Background: an optimization exercise with open tools, aiming at small area. Do not read the settings as production practice. The RTL was checked by simulation tests, not by an equivalence proof against the original design. Power is estimated from default activity; no workload was simulated.

Design aq_ifu_ibuf_queue, start of the top module:
module aq_ifu_ibuf_queue #(
  parameter int DEPTH   = 16,
  parameter int CRT_NUM = 3,
  parameter int RET_NUM = 2,
  parameter int HINFO_W = 22,
  localparam int PTR_W  = $clog2(DEPTH),
  localparam int CNT_W  = $clog2(DEPTH+1)
) (
  input  logic                         forever_cpuclk,
  input  logic                         cpurst_b,
  input  logic                         ibuf_flush_en,
  input  logic [CRT_NUM-1:0]           ibuf_create_vld,
  input  logic [16*CRT_NUM-1:0]        ibuf_create_inst,
  input  logic [2*CRT_NUM-1:0]         ibuf_create_pred_taken,
  input  logic [HINFO_W*CRT_NUM-1:0]   ibuf_create_halt_info,
  input  logic [CRT_NUM-1:0]           ibuf_create_acc_err,
  input  logic [CRT_NUM-1:0]           ibuf_create_pgflt,
  output logic                         ibuf_create_rdy,
  input  logic [RET_NUM-1:0]           ibuf_retire_en,
  output logic [RET_NUM-1:0]           ibuf_head_vld,
  output logic [16*RET_NUM-1:0]        ibuf_head_inst,
  output logic [2*RET_NUM-1:0]         ibuf_head_pred_taken,
  output logic [HINFO_W*RET_NUM-1:0]   ibuf_head_halt_info,
  output logic [RET_NUM-1:0]           ibuf_head_acc_err,
  output logic [RET_NUM-1:0]           ibuf_head_pgflt,
  output logic [CNT_W-1:0]             ibuf_entry_cnt
);
Size in the first run: ~2200 cells after synthesis, about 680 flip-flops, ~230 I/O pins, ~26000 um^2 of cells after synthesis.
clock: 6.0 ns
lec_check: 0
cap_margin: 40
core_margin: 2
core_utilization: 65
place_density: 0.75
slew_margin: 30
standard.sh (not shown) runs the stock make flow with config.mk's settings and CLKGATE_MAP_FILE= SYNTH_SCRIPT=/design/flow/synth_recipe.tcl, a recipe that flattens the netlist after the stock synthesis.
==> flow/flow/run.sh <==
#!/bin/bash
# Own layout flow: the standard ORFS flow, except for the ABC step of
# synthesis. Registers and everything before ABC are exactly the standard
# synthesis. ABC then runs twice:
#  1. on the load/hold select logic in front of each payload flip-flop
#     (the cells within three levels of a dfxtp D pin), with a cell
#     library restricted so that it maps to and-or cells (flow/abc_ff.script);
#  2. on the rest of the logic, with an area-oriented script
#     (flow/abc_area.script).
# Extra ORFS make variables come from flow/make_vars.txt.
set -euo pipefail
W=$PWD
F=$W/flow
cat > $W/my_synth.tcl <<EOF
proc abc {args} {
  set i [lsearch -exact \$args -script]
  set a1 \$args
  set a2 \$args
  lset a1 [expr {\$i + 1}] $F/abc_ff.script
  lset a2 [expr {\$i + 1}] $F/abc_area.script
  foreach p {*o22ai* *o21ai* *o2bb2* *a2bb2* *mux2* *o22a_* *a22oi* *o211* *a211* *o221* *a221*} {
    lappend a1 -dont_use \$p
  }
  yosys select -set ffd t:sky130_fd_sc_hd__dfxtp_1 %ci1:+sky130_fd_sc_hd__dfxtp_1\[D\] %ci3 t:\\\$_* %i
  yosys abc {*}\$a1 @ffd
  yosys abc {*}\$a2
}
source $W/synth_recipe.tcl
EOF
EXTRA=()
[[ -f $F/make_vars.txt ]] && mapfile -t EXTRA < <(grep -v '^#' $F/make_vars.txt | grep -v '^$')
make -C $FLOW_HOME DESIGN_CONFIG=$FLOW_CONFIG WORK_HOME=$W/orfs CLKGATE_MAP_FILE= \
  SYNTH_SCRIPT=$W/my_synth.tcl "${EXTRA[@]}" finish > $W/make_finish.log 2>&1
R=$W/orfs/results/$FLOW_PLATFORM/aq_ifu_ibuf_queue/base
: # left out here: write the final layout as DEF
==> flow/flow/abc_area.script <==
strash
dch
amap -F 1000
topo
==> flow/flow/abc_ff.script <==
strash
&get -n
&nf -a
&put
==> flow/flow/make_vars.txt <==
# extra ORFS make variables, one per line
BUFFER_PORTS_ARGS=-buffer_cell sky130_fd_sc_hd__buf_1
CTS_ARGS=-sink_clustering_enable -repair_clock_nets -dont_use_dummy_load -buf_list {sky130_fd_sc_hd__clkbuf_8 sky130_fd_sc_hd__clkbuf_16} -root_buf sky130_fd_sc_hd__clkbuf_16 -tree_buf sky130_fd_sc_hd__clkbuf_16 -sink_clustering_buffer sky130_fd_sc_hd__clkbuf_8 -sink_clustering_size 18 -sink_clustering_max_diameter 50
ADDER_MAP_FILE=
Change:
==> flow/flow/make_vars.txt (replaced) <==
# extra ORFS make variables, one per line
BUFFER_PORTS_ARGS=-buffer_cell sky130_fd_sc_hd__buf_1
CTS_ARGS=-sink_clustering_enable -repair_clock_nets -dont_use_dummy_load -buf_list {sky130_fd_sc_hd__clkbuf_8 sky130_fd_sc_hd__clkbuf_16} -root_buf sky130_fd_sc_hd__clkbuf_16 -tree_buf sky130_fd_sc_hd__clkbuf_16 -sink_clustering_buffer sky130_fd_sc_hd__clkbuf_8 -sink_clustering_size 16 -sink_clustering_max_diameter 45
ADDER_MAP_FILE=
--- a/flow/config.mk
+++ b/flow/config.mk
@@ -6,7 +6,7 @@
 export NUM_CORES = 4
 export LEC_CHECK = 0
-export CAP_MARGIN = 40
+export CAP_MARGIN = 25
 export CORE_MARGIN = 2
-export CORE_UTILIZATION = 65
-export PLACE_DENSITY = 0.75
-export SLEW_MARGIN = 30
+export CORE_UTILIZATION = 75
+export PLACE_DENSITY = 0.85
+export SLEW_MARGIN = 25
Hold slack got worse by 0.0049 ns.
Total power hardly moves.
Final area came out lower by 0.57%.
Final cell count goes down by 2.3%.
Sequential power barely changes.
Change:
--- a/flow/config.mk
+++ b/flow/config.mk
@@ -8,5 +8,5 @@
 export CAP_MARGIN = 25
 export CORE_MARGIN = 2
-export CORE_UTILIZATION = 75
-export PLACE_DENSITY = 0.85
+export CORE_UTILIZATION = 65
+export PLACE_DENSITY = 0.75
 export SLEW_MARGIN = 25
Die area climbs by 15%.
Final cell count grows by 2.4%.
Wire length is higher by 1.2%.
Area after synthesis stays the same.
Core utilization decreases by 11 points.
Power is higher by 0.37%.
Global-route usage fell by 6.8 points.

what the ideal ports hide:
The results above use ideal ports. As a check the final layouts listed here were re-extracted and re-timed, cells and wires unchanged.
Step 1 assumes that a clkbuf_16 drives the clock port and a buf_2 every other input.
Step 2 times the ports against the registers' clock, not the clock port: input delays grow and output delays shrink by t, the midpoint of the rising clock arrivals with the driver on.
Slacks: ideal / step 1 / step 2; pairs: ideal / step 1.
run	shift t [ns]	setup WS [ns]	hold WS [ns]	worst slew at a driven data input, ns	pins driven straight from the clock port
the first run	0.633	0.396 / 0.335 / 0.968	0.479 / 0.479 / 0.479	0.10	1
the second run	0.609	0.219 / 0.163 / 0.771	0.474 / 0.474 / 0.474	0.09	1
the third run	0.633	0.255 / 0.198 / 0.749	0.477 / 0.477 / 0.477	0.10	1
After both steps every run listed still meets setup and hold.
